Background: an optimization exercise with open tools, aiming at small area and a short achievable clock period. Do not read the settings as production practice.
Where RTL was checked, it was by simulation tests only, not by an equivalence proof against the original.
No functional check of the RTL was part of runs 2 and 3.
Power and IR drop assume default switching activity.

$ cat design/flow/config.mk
export PLATFORM = sky130hd
export DESIGN_NAME = trace_top
export DESIGN_NICKNAME = trace_top
export VERILOG_FILES = /design/flow/design.v
export SDC_FILE = /design/flow/constraint.sdc
export NUM_CORES = 4
export LEC_CHECK = 0
export CAP_MARGIN = 20
export CORE_MARGIN = 2
export CORE_UTILIZATION = 60
export CTS_BUF_LIST = sky130_fd_sc_hd__clkbuf_16
export CTS_CLUSTER_DIAMETER = 80
export CTS_CLUSTER_SIZE = 25
export SETUP_SLACK_MARGIN = 2.1
export SLEW_MARGIN = 20
$ cat design/flow/constraint.sdc
create_clock -name core_clock -period 4.0 [get_ports {fe_clk}]
set_input_delay 0.8000 -clock core_clock [delete_from_list [all_inputs] [get_ports {fe_clk}]]
set_output_delay 0.8000 -clock core_clock [all_outputs]
set_load 0.01 [all_outputs]
$ cat design/flow/design.v
`default_nettype none
package trace_pkg;
  localparam int num_rules       = 2;
  localparam int buf_bytes       = 4;
  localparam int buf_width       = buf_bytes * 8;
  localparam int fifo_depth      = 16;
  localparam int fifo_addr_width = 4;
  typedef struct packed {
    logic [15-num_rules-8:0] pad;    
    logic [num_rules-1:0]    rules;
    logic [7:0]              stamp;
  } event_t;
  localparam logic [7:0] reg_ctrl         = 8'h00;
  localparam logic [7:0] reg_rule_en      = 8'h01;
  localparam logic [7:0] reg_trig_en      = 8'h02;
  localparam logic [7:0] reg_trig_delay   = 8'h03;
  localparam logic [7:0] reg_trig_width   = 8'h04;
  localparam logic [7:0] reg_status       = 8'h05;
  localparam logic [7:0] reg_fifo_lo      = 8'h06;
  localparam logic [7:0] reg_fifo_hi      = 8'h07;
  localparam logic [7:0] reg_count0       = 8'h08;
  localparam logic [7:0] reg_count1       = 8'h09;
  localparam logic [7:0] reg_pattern_base = 8'h10;    
  localparam logic [7:0] reg_mask_base    = 8'h20;    
  localparam logic [1:0] trig_idle  = 2'd0;
  localparam logic [1:0] trig_wait  = 2'd1;
  localparam logic [1:0] trig_pulse = 2'd2;
endpackage
`default_nettype wire
`timescale 1ns/1ps
`default_nettype none
module trace_top (
  input  logic       fe_clk,
  input  logic       reset,
  input  logic [7:0] reg_addr,
  input  logic [7:0] reg_wdata,
  input  logic       reg_write,
  input  logic       reg_read,
  output logic [7:0] reg_rdata,
  input  logic [7:0] trace_data,
  input  logic       trace_valid,
  output logic       capturing,
  output logic       trig_out
);
  function automatic [7:0] inc8(input [7:0] q, input en);
    integer i;
    for (i = 0; i < 8; i = i + 1)
      inc8[i] = q[i] ^ (en & (&(q | ~((8'd1 << i) - 8'd1))));
  endfunction
  function automatic [7:0] dec8(input [7:0] q);
    integer i;
    for (i = 0; i < 8; i = i + 1)
      dec8[i] = q[i] ^ (&(~q | ~((8'd1 << i) - 8'd1)));
  endfunction
  function automatic [3:0] inc4(input [3:0] q, input en);
    integer i;
    for (i = 0; i < 4; i = i + 1)
      inc4[i] = q[i] ^ (en & (&(q | ~((4'd1 << i) - 4'd1))));
  endfunction
  logic page0;
  logic hi0, hi1, hi2, hi4;    
  assign page0 = (reg_addr[7:6] == 2'b00);
  assign hi0   = (reg_addr[7:3] == 5'b00000);
  assign hi1   = (reg_addr[7:3] == 5'b00001);
  assign hi2   = (reg_addr[7:3] == 5'b00010);
  assign hi4   = (reg_addr[7:3] == 5'b00100);
  logic [7:0] lo;              
  always_comb
    for (int i = 0; i < 8; i++)
      lo[i] = (reg_addr[2:0] == i[2:0]);
  logic [7:0] wd;
  assign wd = reg_wdata & {8{~reset}};
  logic wr0, wrp, wrm;
  assign wr0 = reg_write & hi0;
  assign wrp = reg_write & hi2;
  assign wrm = reg_write & hi4;
  logic [31:0] pat0, pat1, msk0, msk1;
  logic [1:0]  rule_en, trig_en;
  logic [7:0]  trig_delay, trig_width;
  logic        armed, arm_pulse;
  always_ff @(posedge fe_clk) begin
    for (int b = 0; b < 4; b++) begin
      if (reset | (wrp & lo[b]))     pat0[8*b +: 8] <= wd;
      if (reset | (wrp & lo[b+4]))   pat1[8*b +: 8] <= wd;
      if (reset | (wrm & lo[b]))     msk0[8*b +: 8] <= wd;
      if (reset | (wrm & lo[b+4]))   msk1[8*b +: 8] <= wd;
    end
    if (reset | (wr0 & lo[0])) armed      <= wd[0];
    if (reset | (wr0 & lo[1])) rule_en    <= wd[1:0];
    if (reset | (wr0 & lo[2])) trig_en    <= wd[1:0];
    if (reset | (wr0 & lo[3])) trig_delay <= wd;
    if (reset | (wr0 & lo[4])) trig_width <= wd;
    arm_pulse <= wr0 & lo[0] & wd[0];
  end
  assign capturing = armed;
  localparam logic [31:0] INV = 32'hff00ff00;
  logic [31:0] tbq, tbuf;      
  logic        byte_seen;
  logic [1:0]  match, hit;
  assign tbuf = tbq ^ INV;
  always_ff @(posedge fe_clk) begin
    if (reset | trace_valid)
      tbq <= ({tbuf[23:0], trace_data} & {32{~reset}}) ^ INV;
    byte_seen <= trace_valid & ~reset;
    match     <= hit & {2{byte_seen & ~reset}};
  end
  assign hit[0] = rule_en[0] & ~|((tbuf ^ pat0) & msk0);
  assign hit[1] = rule_en[1] & ~|((tbuf ^ pat1) & msk1);
  logic [7:0] cnt0, cnt1;
  always_ff @(posedge fe_clk) begin
    cnt0 <= inc8(cnt0, match[0] & ~&cnt0) & {8{~reset}};
    cnt1 <= inc8(cnt1, match[1] & ~&cnt1) & {8{~reset}};
  end
  logic [7:0] stamp;
  always_ff @(posedge fe_clk)
    stamp <= inc8(stamp, byte_seen) & {8{~(reset | arm_pulse)}};
  logic       ev_write;
  logic [1:0] ev_rules;
  logic [7:0] ev_stamp;
  always_ff @(posedge fe_clk) begin
    ev_write <= armed & (|match) & ~reset;
    ev_rules <= match;
    ev_stamp <= stamp;
  end
  logic [9:0]  mem [16];
  logic [3:0]  wp;
  logic [15:0] rsel;           
  logic [15:0] wdec;           
  logic        empty, full, ovf;
  logic        pop, push;
  logic [9:0]  head;
  always_comb begin
    head = '0;
    for (int i = 0; i < 16; i++) begin
      wdec[i] = (wp == i[3:0]);
      head    = head | ({10{rsel[i]}} & mem[i]);
    end
  end
  assign push = ev_write & ~full;
  assign pop  = reg_read & hi0 & lo[7] & ~empty;
  always_ff @(posedge fe_clk) begin
    for (int i = 0; i < 16; i++)
      if (push & wdec[i])
        mem[i] <= {ev_rules, ev_stamp};
  end
  logic wp1_eq_rp, rp1_eq_wp;
  assign wp1_eq_rp = |({wdec[14:0], wdec[15]} & rsel);
  assign rp1_eq_wp = |({rsel[14:0], rsel[15]} & wdec);
  always_ff @(posedge fe_clk) begin
    if (reset | pop)
      rsel <= reset ? 16'h0001 : {rsel[14:0], rsel[15]};
    wp    <= inc4(wp, push) & {4{~reset}};
    full  <= ~reset & (full ? ~pop : (push & ~pop & wp1_eq_rp));
    empty <= reset | (empty ? ~push : (pop & ~push & rp1_eq_wp));
    ovf   <= ((ev_write & full) | (ovf & ~arm_pulse)) & ~reset;
  end
  logic       busy;
  logic [7:0] tcnt;
  logic       start, tcnt_zero, tcnt_le1;
  assign start     = ~busy & armed & |(match & trig_en);
  assign tcnt_zero = (tcnt == 8'h00);
  assign tcnt_le1  = (tcnt[7:1] == 7'h00);
  always_ff @(posedge fe_clk) begin
    if (reset) begin
      busy     <= 1'b0;
      trig_out <= 1'b0;
    end else if (!busy) begin
      busy <= start;
    end else if (!trig_out) begin
      if (tcnt_zero) trig_out <= 1'b1;
    end else if (tcnt_le1) begin
      busy     <= 1'b0;
      trig_out <= 1'b0;
    end
  end
  always_ff @(posedge fe_clk) begin
    if (!busy)
      tcnt <= trig_delay;
    else if (!trig_out && tcnt_zero)
      tcnt <= trig_width;
    else
      tcnt <= dec8(tcnt);
  end
  logic [7:0] rd_value, rd_sel;
  always_comb begin
    case (reg_addr[5:0])
      6'h00: rd_sel = {7'b0, armed};
      6'h01: rd_sel = {6'b0, rule_en};
      6'h02: rd_sel = {6'b0, trig_en};
      6'h03: rd_sel = trig_delay;
      6'h04: rd_sel = trig_width;
      6'h05: rd_sel = {4'b0, busy, ovf, full, empty};
      6'h06: rd_sel = empty ? 8'h00 : head[7:0];
      6'h07: rd_sel = empty ? 8'h00 : {6'b0, head[9:8]};
      6'h08: rd_sel = cnt0;
      6'h09: rd_sel = cnt1;
      6'h10: rd_sel = pat0[7:0];
      6'h11: rd_sel = pat0[15:8];
      6'h12: rd_sel = pat0[23:16];
      6'h13: rd_sel = pat0[31:24];
      6'h14: rd_sel = pat1[7:0];
      6'h15: rd_sel = pat1[15:8];
      6'h16: rd_sel = pat1[23:16];
      6'h17: rd_sel = pat1[31:24];
      6'h20: rd_sel = msk0[7:0];
      6'h21: rd_sel = msk0[15:8];
      6'h22: rd_sel = msk0[23:16];
      6'h23: rd_sel = msk0[31:24];
      6'h24: rd_sel = msk1[7:0];
      6'h25: rd_sel = msk1[15:8];
      6'h26: rd_sel = msk1[23:16];
      6'h27: rd_sel = msk1[31:24];
      default: rd_sel = 8'h00;
    endcase
    rd_value = rd_sel & {8{page0 & ~reset}};
  end
  always_ff @(posedge fe_clk) begin
    if (reset | reg_read)
      reg_rdata <= rd_value;
  end
endmodule
`default_nettype wire
$ cat design/flow/run.sh
#!/bin/bash
# synth_recipe.tcl (not shown) runs the flow's synth.tcl, then flattens the netlist and writes it again
# the make line also repeats each setting of config.mk as NAME=value (left out here)
make -C /OpenROAD-flow-scripts/flow DESIGN_CONFIG=/design/flow/config.mk WORK_HOME=/design/flow/orfs CLKGATE_MAP_FILE= SYNTH_SCRIPT=/design/flow/synth_recipe.tcl finish
==> results of run 1 <==
==> where the power goes <==
group	switching (W)	internal [W]
registers	0.000181	0.00494
clock network	0.00139	0.00102
logic	0.000425	0.000298
total	0.00200	0.00626
==> timing repair <==
item | CTS | global route
gates resized for setup | 165 | 24
setup buffers | 73 | 7
pin swaps | 39 | 23
gates cloned | 4 | 1
endpoints found under the setup margin | 319 | 247
==> worst max-delay path: cells and delay by family, from the launching register on <==
family	cells	cell delay, ns
buffers and inverters	1	0.21
AO/OA/AOI/OAI	4	0.86
AND/OR/NAND/NOR	1	0.27
flip-flops	1	0.56
==> final cells by class <==
class                      count  area, µm²
sequential                   421      12100
fill                        1938       8200
multi-input combinational    748       5810
timing repair buffer         149       1400
clock buffer                  22        551
tap                          384        480
clock inverter                16       90.1
inverter                      16       67.6
timing repair inverter         1       7.51
==> path summary, 6_finish.rpt <==
kind,from,end,slack [ns]
setup / recovery,rsel[4],reg_rdata[0],1.84
setup reg to reg,rsel[4],reg_rdata[0],1.84
hold reg to reg,stamp[6],ev_stamp[6],0.36
hold / removal,stamp[6],ev_stamp[6],0.36
==> per-stage QoR <==
step | total power (W) | setup slack (ns) | utilization
final | 0.00826 | 1.84 | 0.714
after global routing | 0.00845 | 1.79 | 0.714
after CTS | 0.00821 | 1.93 | 0.709
after detailed placement | 0.00579 | 0.627 | 0.650
after global placement | 0.00579 | 0.672 | 0.650
after floorplan | 0.00551 | 1.85 | -
==> registers in the layout, summed over array words and instances (netlist names), 4 cells and up <==
register    flops
pat1           32
ev_stamp        8
mem           160
cnt0            8
reg_rdata       8
cnt1            8
tbq            32
trig_delay      8
stamp           8
pat0           32
trig_width      8
msk0           32
msk1           32
wp              4
tcnt            8
rsel           16
==> metal layers <==
layer  share of wire  global-route usage  wire [µm]  up-vias
met5          0.0025              0.0337        137        -
met4           0.039               0.110       2110        4
met3            0.14               0.123       7800      132
met2            0.41               0.478      22400      877
met1            0.40               0.535      21800     6009
li1                -                   -          -     5124
==> kinds of logic after synthesis <==
kind of cell / Yosys count / synth area share
simple gates: 434 / 0.136
flops: 421 / 0.690
xor+xnor: 86 / 0.0430
buf+inv: 99 / 0.0241
fa+ha+maj: 7 / 0.00500
mux: 14 / 0.00921
compound gates: 205 / 0.0932
==> Yosys cell counts (all sizes together), types with 4 or more instances <==
master / number / area, µm²
a311oi: 4 / 41.3
nand2b: 23 / 144
a21o: 12 / 90.1
edfxtp: 365 / 11000
mux2i: 6 / 60.1
a31o: 7 / 61.3
nand2: 32 / 120
a22o: 54 / 473
a221oi: 53 / 464
o21ai: 15 / 75.1
nor3: 14 / 70.1
a32o: 4 / 40.0
nor3b: 5 / 37.5
a21oi: 19 / 95.1
dfxtp: 56 / 1120
nand3: 168 / 841
nor4: 10 / 68.8
clkbuf: 44 / 165
buf: 39 / 198
and4: 4 / 35.0
xor2: 41 / 359
inv: 15 / 56.3
a31oi: 7 / 43.8
a22oi: 6 / 45.0
xnor2: 45 / 394
a41o: 4 / 40.0
nor2b: 40 / 250
nand4: 55 / 344
nor4b: 6 / 101
nor2: 56 / 213
ha: 7 / 87.6
mux2: 7 / 78.8
or2: 6 / 37.5
==> results by group, run 1 <==
Status
  – Status: timing/DRC/antenna clean

Synth
  – Net Count, Synth: 1,302
  – Mapped Area: 17,500 µm²
  – Yosys warns: 2
  – Predominant post-synthesis flop cell: edfxtp_1
  – Register bit total from synthesis: 421
  – Seq/Total Area, Yosys: 0.690
  – Post-synth EDFFs: 365
  – Synthesized netlist cell count: 1,266
  – Ys async rst share: 0
  – Unique cell type count in the Yosys netlist: 64
  – Synthesized area per cell: 13.8 µm²

GRT
  – Vias in the first global route: 11.4k
  – Global-route wire length before repair: 77.6 mm
  – GR Overflow Total: 0
  – Largest net degree at the start of global routing: 77
  – All-layer global routing usage: 0.353
  – Initial antenna violation count: 0

Timing
  – Final setup violating endpoints: 0
  – Clock Skews: 0.0295 ns
  – Max-slew violations: 0
  – Worst hold slack: 0.356 ns
  – Shortest period the worst path allows: 2.16 ns
  – Unrepaired setup endpoints after global routing: true
  – Setup TNS: 0 ns
  – Relative slew slack: 0.346
  – Part of the cycle the worst path needs: 0.539
  – Final Hold Vio Count: 0
  – Fmax: 463 MHz
  – Worst Tran Pin Value: 0.976 ns

Clock tree
  – Clk latency of the worst-skew pair: 0.56 ns
  – Clock sinks: 421
  – CTS tree: yes
  – Cts hold-fix bufs: 0
  – CTS H-tree lvls: 1
  – Total CTS buffers: 21
  – Clock buffer depth: 3
  – Clk pin slew, worst setup/hold paths: 0.10 ns
  – Clock root cell: clkbuf_16

Detailed routing
  – Routed Wire Length: 54.2 mm
  – Vias per inst: 6.91
  – Initial DRT Pass Iterations: 5
  – WL/cell: 30.9 µm
  – First DRT Iteration DRCs: 2,050
  – Antenna Nets Post-Route: 0
  – Vias after detailed routing: 12.1k
  – # DRC: 0

Setup path
  – Critical path, cell by cell: buf_6 > a22o_1 > a221oi_2 > nand4_1 > a221oi_2 > a31oi_1
  – CP Class: reg2reg
  – Crit path largest cell delay: 0.56 ns
  – Worst EP required: 4.28 ns
  – Crit path DAT: 2.44 ns
  – Slowest CP cell: edfxtp_1
  – Reg2reg path depth: 6
  – CP Launch Type: register
  – CP Capture Type: register
  – Max FO, Critical Path: 5
  – CP dominant cell by count: a221oi_2

Cells and area
  – # diodes: 0
  – Final Non-Filler Cells: 1,757
  – Layout net count: 1,394
  – Share of cells above drive strength 1: 0.222
  – Most common cell after layout, fill and taps aside: edfxtp_1
  – Most frequent cells in the layout: edfxtp_1 (365), nand3_1 (147), buf_4 (82)
  – Final Instance Area: 20,500 µm²
  – Syn-to-layout area delta: 17.0%

Placement
  – GPL Wtd Cong: 0.976
  – Port Buffers: 38
  – Area after DPL: 18,700 µm²
  – DP Cell Count: 1,634
  – Detailed Place HPWL: 33.8 mm

Power
  – P per Cell Area: 403 nW/µm²
  – Peak VDD IR: 0.486 mV
  – Leakage dissipation: 6.96 nW

Floorplan
  – Initial Util: 0.610
  – DIE AREA: 30,600 µm²
  – IO Count: 39
  – Core ar.: 28,700 µm²
  – Die Wd: 175 µm
  – Die height: 175 µm
  – Row count: 62

Job
  – Max Cap Viol: 0

Min path
  – Hold Crit Depth: 0
  – Hold Path Class: reg2reg
==> run 2: changes to the inputs <==
--- a/design/flow/design.v
+++ b/design/flow/design.v
@@ -123,32 +123,23 @@
     ev_stamp <= stamp;
   end
-  logic [9:0]  mem [16];
-  logic [3:0]  wp;
-  logic [15:0] rsel;           
-  logic [15:0] wdec;           
-  logic        empty, full, ovf;
-  logic        pop, push;
-  logic [9:0]  head;
-  always_comb begin
-    head = '0;
-    for (int i = 0; i < 16; i++) begin
-      wdec[i] = (wp == i[3:0]);
-      head    = head | ({10{rsel[i]}} & mem[i]);
-    end
-  end
+  logic [9:0] mem [16];
+  logic [3:0] wp, rp;
+  logic       empty, full, ovf;
+  logic       pop, push;
+  logic [9:0] head;
+  assign head = mem[rp];
   assign push = ev_write & ~full;
   assign pop  = reg_read & hi0 & lo[7] & ~empty;
   always_ff @(posedge fe_clk) begin
     for (int i = 0; i < 16; i++)
-      if (push & wdec[i])
+      if (push & (wp == i[3:0]))
         mem[i] <= {ev_rules, ev_stamp};
   end
   logic wp1_eq_rp, rp1_eq_wp;
-  assign wp1_eq_rp = |({wdec[14:0], wdec[15]} & rsel);
-  assign rp1_eq_wp = |({rsel[14:0], rsel[15]} & wdec);
-  always_ff @(posedge fe_clk) begin
-    if (reset | pop)
-      rsel <= reset ? 16'h0001 : {rsel[14:0], rsel[15]};
+  assign wp1_eq_rp = (inc4(wp, 1'b1) == rp);
+  assign rp1_eq_wp = (inc4(rp, 1'b1) == wp);
+  always_ff @(posedge fe_clk) begin
     wp    <= inc4(wp, push) & {4{~reset}};
+    rp    <= inc4(rp, pop) & {4{~reset}};
     full  <= ~reset & (full ? ~pop : (push & ~pop & wp1_eq_rp));
     empty <= reset | (empty ? ~push : (pop & ~push & rp1_eq_wp));
@@ -182,41 +173,46 @@
       tcnt <= dec8(tcnt);
   end
-  logic [7:0] rd_value, rd_sel;
+  logic [7:0] rd_a, rd_b, rdata_a, rdata_b;
   always_comb begin
     case (reg_addr[5:0])
-      6'h00: rd_sel = {7'b0, armed};
-      6'h01: rd_sel = {6'b0, rule_en};
-      6'h02: rd_sel = {6'b0, trig_en};
-      6'h03: rd_sel = trig_delay;
-      6'h04: rd_sel = trig_width;
-      6'h05: rd_sel = {4'b0, busy, ovf, full, empty};
-      6'h06: rd_sel = empty ? 8'h00 : head[7:0];
-      6'h07: rd_sel = empty ? 8'h00 : {6'b0, head[9:8]};
-      6'h08: rd_sel = cnt0;
-      6'h09: rd_sel = cnt1;
-      6'h10: rd_sel = pat0[7:0];
-      6'h11: rd_sel = pat0[15:8];
-      6'h12: rd_sel = pat0[23:16];
-      6'h13: rd_sel = pat0[31:24];
-      6'h14: rd_sel = pat1[7:0];
-      6'h15: rd_sel = pat1[15:8];
-      6'h16: rd_sel = pat1[23:16];
-      6'h17: rd_sel = pat1[31:24];
-      6'h20: rd_sel = msk0[7:0];
-      6'h21: rd_sel = msk0[15:8];
-      6'h22: rd_sel = msk0[23:16];
-      6'h23: rd_sel = msk0[31:24];
-      6'h24: rd_sel = msk1[7:0];
-      6'h25: rd_sel = msk1[15:8];
-      6'h26: rd_sel = msk1[23:16];
-      6'h27: rd_sel = msk1[31:24];
-      default: rd_sel = 8'h00;
+      6'h00: rd_a = {7'b0, armed};
+      6'h01: rd_a = {6'b0, rule_en};
+      6'h02: rd_a = {6'b0, trig_en};
+      6'h03: rd_a = trig_delay;
+      6'h04: rd_a = trig_width;
+      6'h05: rd_a = {4'b0, busy, ovf, full, empty};
+      6'h06: rd_a = empty ? 8'h00 : head[7:0];
+      6'h07: rd_a = empty ? 8'h00 : {6'b0, head[9:8]};
+      6'h08: rd_a = cnt0;
+      6'h09: rd_a = cnt1;
+      default: rd_a = 8'h00;
     endcase
-    rd_value = rd_sel & {8{page0 & ~reset}};
-  end
-  always_ff @(posedge fe_clk) begin
-    if (reset | reg_read)
-      reg_rdata <= rd_value;
-  end
+    case (reg_addr[5:0])
+      6'h10: rd_b = pat0[7:0];
+      6'h11: rd_b = pat0[15:8];
+      6'h12: rd_b = pat0[23:16];
+      6'h13: rd_b = pat0[31:24];
+      6'h14: rd_b = pat1[7:0];
+      6'h15: rd_b = pat1[15:8];
+      6'h16: rd_b = pat1[23:16];
+      6'h17: rd_b = pat1[31:24];
+      6'h20: rd_b = msk0[7:0];
+      6'h21: rd_b = msk0[15:8];
+      6'h22: rd_b = msk0[23:16];
+      6'h23: rd_b = msk0[31:24];
+      6'h24: rd_b = msk1[7:0];
+      6'h25: rd_b = msk1[15:8];
+      6'h26: rd_b = msk1[23:16];
+      6'h27: rd_b = msk1[31:24];
+      default: rd_b = 8'h00;
+    endcase
+  end
+  always_ff @(posedge fe_clk) begin
+    if (reset | reg_read) begin
+      rdata_a <= rd_a & {8{page0 & ~reset}};
+      rdata_b <= rd_b & {8{page0 & ~reset}};
+    end
+  end
+  assign reg_rdata = rdata_a | rdata_b;
 endmodule
 `default_nettype wire
==> design/flow/flow/run.sh (new file) <==
#!/bin/bash
# Standard layout, with the port buffers made from buf_4 cells instead of
# the resizer's default pick.
set -euo pipefail
export BUFFER_PORTS_ARGS="-buffer_cell sky130_fd_sc_hd__buf_4"
bash standard.sh > standard.log 2>&1
==> design/flow/standard.sh (new file) <==
#!/bin/bash
# synth_recipe.tcl (not shown) runs the flow's synth.tcl, then flattens the netlist and writes it again
# the make line also repeats each setting of config.mk as NAME=value (left out here)
make -C /OpenROAD-flow-scripts/flow DESIGN_CONFIG=/design/flow/config.mk WORK_HOME=/design/flow/orfs CLKGATE_MAP_FILE= SYNTH_SCRIPT=/design/flow/synth_recipe.tcl "${@:-finish}"
--- a/design/flow/config.mk
+++ b/design/flow/config.mk
@@ -12,4 +12,4 @@
 export CTS_CLUSTER_DIAMETER = 80
 export CTS_CLUSTER_SIZE = 25
-export SETUP_SLACK_MARGIN = 2.1
+export SETUP_SLACK_MARGIN = 1.7
 export SLEW_MARGIN = 20
removed: design/flow/run.sh
==> results by group, run 2 <==
Timing
  – Unrepaired setup endpoints after global routing: true
  – Part of the cycle the worst path needs: 0.585 (+0.0451)
  – Worst hold slack: 0.372 ns (+0.0160 ns)
  – Relative slew slack: 0.398 (+0.0517)
  – Final setup violating endpoints: 0 (unchanged)
  – Max-slew violations: 0 (unchanged)
  – Shortest period the worst path allows: 2.34 ns (+0.181 ns)
  – Final Hold Vio Count: 0 (unchanged)
  – Fmax: 428 MHz (-7.7%)
  – Clock Skews: 0.0207 ns (-0.00877 ns)
  – Worst Tran Pin Value: 0.899 ns (-0.0765 ns)
  – Setup TNS: 0 ns (unchanged)

Floorplan
  – Row count: 62 (unchanged)
  – Core ar.: 28,500 µm² (-0.81%)
  – Initial Util: 0.605 (-0.00521)
  – Die Wd: 173 µm (-0.81%)
  – IO Count: 39 (unchanged)
  – Die height: 173 µm (-0.81%)
  – DIE AREA: 30,100 µm² (-1.6%)

Synth
  – Unique cell type count in the Yosys netlist: 70 (+9.4%)
  – Yosys warns: 2 (unchanged)
  – Synthesized netlist cell count: 1,218 (-3.8%)
  – Ys async rst share: 0 (unchanged)
  – Synthesized area per cell: 14.1 µm² (+2.2%)
  – Synth area leader: edfxtp_1
  – Seq/Total Area, Yosys: 0.692 (+0.00233)
  – Post-synth top area share: 0.622 (-0.00340)
  – Dominant cells by area after synthesis: edfxtp_1 (62%), dfxtp_1 (7.0%), a22oi_1 (4.1%), xnor2_1 (2.5%), xor2_1 (2.5%)
  – Net Count, Synth: 1,265 (-2.8%)
  – Predominant post-synthesis flop cell: edfxtp_1
  – Register bit total from synthesis: 417 (-0.95%)
  – Post-synth EDFFs: 357 (-2.2%)
  – Mapped Area: 17,200 µm² (-1.7%)
  – Most common cell in the netlist: edfxtp_1
  – Commonest cells post-synth: edfxtp_1 (357), nor2_1 (110), a22oi_1 (94)

GRT
  – Largest net degree at the start of global routing: 67 (-13%)
  – All-layer global routing usage: 0.313 (-0.0407)
  – Initial antenna violation count: 1 (+1)
  – Vias in the first global route: 10.7k (-6.1%)
  – Global-route wire length before repair: 69.5 mm (-10%)
  – GR Overflow Total: 0 (unchanged)

Placement
  – GPL Wtd Cong: 0.999 (+2.4%)
  – Detailed Place HPWL: 31.4 mm (-7.0%)
  – Port Buffers: 38 (unchanged)

Clock tree
  – Cts hold-fix bufs: 0 (unchanged)
  – Clk latency of the worst-skew pair: 0.54 ns (-0.02 ns)
  – CTS tree: yes
  – Clock buffer depth: 3 (unchanged)
  – Clock root cell: clkbuf_16
  – Clock sinks: 417 (-0.95%)
  – CTS H-tree lvls: 1 (unchanged)
  – Total CTS buffers: 20 (-4.8%)
  – Clk pin slew, worst setup/hold paths: 0.10 ns (about the same)

Detailed routing
  – Vias per inst: 6.57 (-4.9%)
  – WL/cell: 28.0 µm (-9.2%)
  – Initial DRT Pass Iterations: 8 (+3)
  – Vias after detailed routing: 11.1k (-8.3%)
  – Antenna Nets Post-Route: 0 (unchanged)
  – Routed Wire Length: 47.5 mm (-12%)
  – # DRC: 0 (unchanged)
  – First DRT Iteration DRCs: 1,568 (-24%)

Cells and area
  – Share of cells above drive strength 1: 0.169 (-0.0527)
  – # diodes: 0 (unchanged)
  – Syn-to-layout area delta: 12.0%
  – Most common cell after layout, fill and taps aside: edfxtp_1
  – Layout net count: 1,343 (-3.7%)
  – Largest register FFs: 160 (unchanged)
  – Largest Register: mem
  – Most frequent cells in the layout: edfxtp_1 (357), buf_4 (99), nor2_1 (96)

Setup path
  – Crit path DAT: 2.61 ns (+0.17 ns)
  – CP Class: reg2reg
  – CP Launch Type: register
  – Reg2reg path depth: 9 (+3)
  – Max FO, Critical Path: 7 (+2)
  – Worst EP required: 4.27 ns (about the same)
  – CP Capture Type: register

Power
  – Total power: 0.00770 W (-6.8%)
  – Peak VDD IR: 0.416 mV (-14%)
  – Leakage dissipation: 6.62 nW (-4.9%)
  – P per Cell Area: 399 nW/µm² (-0.98%)

Job
  – Max Cap Viol: 0 (unchanged)

Min path
  – Hold Crit Depth: 0 (unchanged)
  – Hold Path Class: reg2reg

Status
  – Status: timing/DRC/antenna clean
[run 2: path summary, 6_finish.rpt]
path	start	to	slack, ns
max	rp[1]	rdata_a[7]	1.66
min	stamp[7]	ev_stamp[7]	0.37
max reg2reg	rp[1]	rdata_a[7]	1.66
min reg2reg	stamp[7]	ev_stamp[7]	0.37
[run 2: worst max-delay path, stage by stage, from the launching register on]
cell and delay, ns:
dfxtp_4 0.38, buf_12 0.13, ha_4 0.19, buf_4 0.17
nor2b_1 0.18, a32oi_1 0.22, nor2_1 0.06, a221o_1 0.32
o31ai_4 0.29, a31oi_1 0.13
[run 2: routing by layer]
metal,GRT usage,up-vias,routed length [µm],part of all wire
met5,0,-,0,0
met4,0.113,0,1790,0.038
met3,0.0342,135,3390,0.071
met2,0.533,594,23600,0.50
met1,0.422,5553,18700,0.39
li1,-,4850,-,-
[run 2: area by class of cell]
cell class	count	area, µm²
repair buffers	108	901
fillers	2055	9170
clock inverters	16	75.1
clock buffers	20	500
inverters	17	67.6
well taps	384	480
flip-flops and latches	417	11900
multi-input cells	732	5340
[run 2: repair_timing]
item	in CTS	in global routing
buffers inserted	17	17
pin swaps	11	24
resized for setup	34	27
endpoints found under the hold margin	0	0
endpoints found under the setup margin	19	45
[run 2: report_power, final]
part           switching (W)  internal (W)  total (W)
Clock                0.00131      0.000929    0.00223
Combinational       0.000255      0.000176   0.000431
Sequential          0.000159       0.00487    0.00503
Total                0.00172       0.00598    0.00770
[run 2: cells by family after synthesis]
| group | after synthesis | synth area share |
|---|---|---|
| AO/OA/AOI/OAI | 274 | 0.119 |
| XOR/XNOR | 99 | 0.0503 |
| AND/OR/NAND/NOR | 318 | 0.0935 |
| flip-flops | 417 | 0.692 |
| buffers and inverters | 69 | 0.0161 |
| multiplexers | 23 | 0.0155 |
| adder cells (fa/ha/maj) | 18 | 0.0131 |
[run 2: per-stage QoR]
stage / std cells / worst slack [ns] / instance area (µm²) / util
3_3_place_gp: 1624 / 0.935 / 18200 / 0.638
3_5_place_dp: 1624 / 0.898 / 18200 / 0.639
5_1_grt: 1694 / 1.60 / 19300 / 0.678
2_1_floorplan: 1218 / 1.57 / 17300 / -
4_1_cts: 1677 / 1.68 / 19000 / 0.669
6_report: 1694 / 1.66 / 19300 / 0.678
==> run 3: changes to the inputs <==
--- a/design/flow/config.mk
+++ b/design/flow/config.mk
@@ -12,4 +12,4 @@
 export CTS_CLUSTER_DIAMETER = 80
 export CTS_CLUSTER_SIZE = 25
-export SETUP_SLACK_MARGIN = 1.7
+export SETUP_SLACK_MARGIN = 1.9
 export SLEW_MARGIN = 20
==> results by group, run 3 <==
Status
  – Status: timing/DRC/antenna clean

Job
  – Max Cap Viol: 0 (unchanged)

Detailed routing
  – Initial DRT Pass Iterations: 6 (-2)
  – First DRT Iteration DRCs: 1,822 (+16%)
  – Routed Wire Length: 48.6 mm (+2.3%)
  – Antenna Nets Post-Route: 0 (unchanged)
  – Vias after detailed routing: 11.4k (+2.1%)
  – Vias per inst: 6.66 (+1.4%)
  – WL/cell: 28.5 µm (+1.5%)
  – # DRC: 0 (unchanged)

Timing
  – Part of the cycle the worst path needs: 0.580 (-0.00414)
  – Shortest period the worst path allows: 2.32 ns (-0.0166 ns)
  – Setup TNS: 0 ns (unchanged)
  – Relative slew slack: 0.433 (+0.0345)
  – Worst hold slack: 0.369 ns (-0.00274 ns)
  – Fmax: 431 MHz (+0.71%)
  – Final setup violating endpoints: 0 (unchanged)
  – Worst Tran Pin Value: 0.850 ns (-0.0495 ns)
  – Final Hold Vio Count: 0 (unchanged)
  – Unrepaired setup endpoints after global routing: true
  – Clock Skews: 0.0297 ns (+0.00899 ns)
  – Max-slew violations: 0 (unchanged)

Synth
  – Mapped Area: 17,200 µm² (unchanged)
  – Predominant post-synthesis flop cell: edfxtp_1
  – Multiplexer area fraction after synthesis: 0.0155 (unchanged)
  – Main combinational cell family by area after synthesis: compound AO/OA/AOI/OAI gates
  – Dominant cells by area after synthesis: edfxtp_1 (62%), dfxtp_1 (7.0%), a22oi_1 (4.1%), xnor2_1 (2.5%), xor2_1 (2.5%)
  – Synthesized area per cell: 14.1 µm² (unchanged)
  – Register bit total from synthesis: 417 (unchanged)
  – Net Count, Synth: 1,265 (unchanged)
  – Post-synth top area share: 0.622 (unchanged)
  – Commonest cells post-synth: edfxtp_1 (357), nor2_1 (110), a22oi_1 (94)
  – Seq/Total Area, Yosys: 0.692 (unchanged)
  – Area fraction in compound gates after synthesis: 0.119 (unchanged)
  – Post-Synth XOR/XNOR Area: 0.0503 (unchanged)
  – Ys async rst share: 0 (unchanged)
  – Unique cell type count in the Yosys netlist: 70 (unchanged)
  – Synth area leader: edfxtp_1
  – Synthesized netlist cell count: 1,218 (unchanged)
  – Most common cell in the netlist: edfxtp_1
  – Yosys warns: 2 (unchanged)
  – Adder-Cell Fraction of Synth Area: 0.0131 (unchanged)
  – Simple-gate share of the synthesized area: 0.0935 (unchanged)
  – Post-synth EDFFs: 357 (unchanged)

Setup path
  – Slowest CP cell: a222oi_1
  – Crit path DAT: 2.60 ns (about the same)
  – Crit path largest cell delay: 0.40 ns (+0.02 ns)
  – CP Class: reg2reg
  – Max FO, Critical Path: 6 (-1)
  – Worst EP required: 4.28 ns (about the same)
  – Reg2reg path depth: 9 (unchanged)
  – Reg2Reg Setup Slack: 1.68 ns (+0.02 ns)
  – CP Capture Type: register
  – Critical path, cell by cell: ha_4 > buf_12 > buf_8 > a222oi_1 > mux2i_1 > a222oi_1 > nand2_1 > a21oi_2 > nor2_1
  – CP Launch Type: register
  – CP dominant cell by count: a222oi_1

Clock tree
  – Total CTS buffers: 21 (+5.0%)
  – Clock sinks: 417 (unchanged)
  – CTS H-tree lvls: 1 (unchanged)
  – Cts hold-fix bufs: 0 (unchanged)
  – Clock buffer depth: 3 (unchanged)
  – Clk pin slew, worst setup/hold paths: 0.10 ns (about the same)
  – Clock root cell: clkbuf_16
  – Clk latency of the worst-skew pair: 0.55 ns (about the same)
  – CTS tree: yes

Power
  – P per Cell Area: 396 nW/µm² (-0.67%)
  – Peak VDD IR: 0.446 mV (+7.4%)
  – Leakage dissipation: 6.76 nW (+2.1%)

Floorplan
  – Die height: 173 µm (unchanged)
  – DIE AREA: 30,100 µm² (unchanged)
  – IO Count: 39 (unchanged)
  – Row count: 62 (unchanged)
  – Initial Util: 0.605 (unchanged)
  – Core ar.: 28,500 µm² (unchanged)
  – Die Wd: 173 µm (unchanged)

Cells and area
  – Layout filler cell count: 2,010 (-2.2%)
  – Multi-input logic area: 5530 µm² (+3.7%)
  – Most frequent cells in the layout: edfxtp_1 (357), a22oi_1 (91), nor2_1 (90)
  – Largest register FFs: 160 (unchanged)
  – Share of cells above drive strength 1: 0.199 (+0.0295)
  – Syn-to-layout area delta: 14.7%
  – Layout net count: 1,354 (+0.82%)
  – Most common cell after layout, fill and taps aside: edfxtp_1
  – Reg area: 11,900 µm² (about the same)
  – Final Util: 0.694 (+0.0164)
  – Largest Register: mem

Min path
  – Hold Path Class: reg2reg
  – Hold Crit Depth: 0 (unchanged)

GRT
  – All-layer global routing usage: 0.323 (+0.00989)
  – GR Overflow Total: 0 (unchanged)
  – Met1 Resource Use GR: 0.505 (+0.0839)
  – Met3 global-route usage: 0.0678 (+0.0336)
  – Initial antenna violation count: 0 (-1)
  – Most Crowded Layer GR: met1
  – Vias in the first global route: 10.8k (+0.70%)
  – Global-route wire length before repair: 71.3 mm (+2.6%)
  – Largest net degree at the start of global routing: 65 (-3.0%)
  – GR Util met2: 0.465 (-0.0675)

Placement
  – GPL Wtd Cong: 0.975 (-2.4%)
  – Port Buffers: 38 (unchanged)
  – Detailed Place HPWL: 31.3 mm (-0.51%)
[run 3: changes by cell type in the layout (fill, tap and decap cells not counted), moves of 4 or more]
cell / delta
a21o_1: -5
a21o_2: +5
buf_4: -12
buf_6: +16
nand2_1: -4
nor2_1: -6
nor2_4: +4
or2_2: -6
or2_4: +7
[run 3: where the power goes]
part           leakage (nW)  switching, W  internal (W)
sequential             3.89      0.000155       0.00487
clock                 0.344       0.00136      0.000987
combinational          2.52      0.000269      0.000191
[run 3: path summary, 6_finish.rpt]
kind | startpoint | end
min reg2reg | stamp[7] | ev_stamp[7]
max | rp[0] | rdata_a[6]
max reg2reg | rp[0] | rdata_a[6]
min | stamp[7] | ev_stamp[7]
[run 3: cells by family (layout without fill, tap and decap cells)]
logic type / after synthesis / in the layout
other: 0 / 1
muxes: 23 / 23
DFF: 417 / 417
AOI/OAI and AO/OA: 274 / 274
and+or+nand+nor: 318 / 318
adders and majority gates: 18 / 18
xor gates and xnor gates: 99 / 99
buffers and inverters: 69 / 173
[run 3: routing by layer]
layer  vias up  share of wire
met2       698           0.43
met4         0          0.029
met5         -              0
met1      5680           0.43
met3       109           0.11
li1       4882              -
[run 3: area by class of cell]
| cell class | count | area share |
|---|---|---|
| inverter | 17 | 0.00323 |
| tap | 384 | 0.0243 |
| sequential | 417 | 0.604 |
| timing repair buffer | 118 | 0.0573 |
| clock inverter | 17 | 0.00475 |
| multi-input combinational | 732 | 0.280 |
| clock buffer | 21 | 0.0266 |
| antenna | 1 | 0.000127 |
[run 3: repair_timing]
item                                    in CTS  in global routing
buffers inserted                            39                  1
pin swaps                                   51                 24
endpoints found under the setup margin     161                101
resized for setup                           95                 28
endpoints found under the hold margin        0                  0
cloned                                       3                  0
[run 3: stage by stage]
| stage | instances | setup slack (ns) | total power (W) | cell area (µm²) |
|---|---|---|---|---|
| after floorplan | 1218 | 1.57 | 0.00532 | 17400 |
| after global placement | 1624 | 0.984 | 0.00555 | 18200 |
| after detailed placement | 1625 | 0.881 | 0.00554 | 18200 |
| after CTS | 1705 | 1.69 | 0.00784 | 19600 |
| after global routing | 1706 | 1.60 | 0.00805 | 19800 |
| final | 1707 | 1.68 | 0.00783 | 19800 |
[run 3: worst max-delay path, delay by kind of cell, from the launching register on]
family | cells | cell delay (ns)
and+or+nand+nor | 2 | 0.24
DFF | 1 | 0.38
adders and majority gates | 1 | 0.18
AOI/OAI and AO/OA | 3 | 0.83
muxes | 1 | 0.18
buffers and inverters | 2 | 0.26

[separate check: timing with driven ports]
How much do the figures lean on ideal ports? The routed layouts below were timed once more, with nothing changed but the port constraints.
Step 1: set_driving_cell puts a clkbuf_16 on fe_clk and a buf_2 on each other input, an assumption about the parent block.
Step 2, shift: input delay + t, output delay - t, t = (earliest + latest rising clock arrival at the registers) / 2. This alone moves slack from input paths to output paths.
a / b / c = ideal ports / drivers / drivers and shift; a / b = the first two.
run	t (ns)	setup slack, ns	hold WS [ns]	worst setup path at the end	clock arrival spread, ns
run 1	0.601	1.842 / 1.842 / 1.430	0.356 / 0.356 / 0.356	input to register	0.031 / 0.031
run 2	0.586	1.662 / 1.662 / 1.110	0.372 / 0.372 / 0.372	input to register	0.024 / 0.024
run 3	0.595	1.678 / 1.678 / 1.254	0.369 / 0.369 / 0.369	input to register	0.032 / 0.032
After both steps setup and hold are still met in every run listed. The setup slack of run 2, which loses most, moves by 0.000 ns with the drivers and by -0.552 ns with both steps.
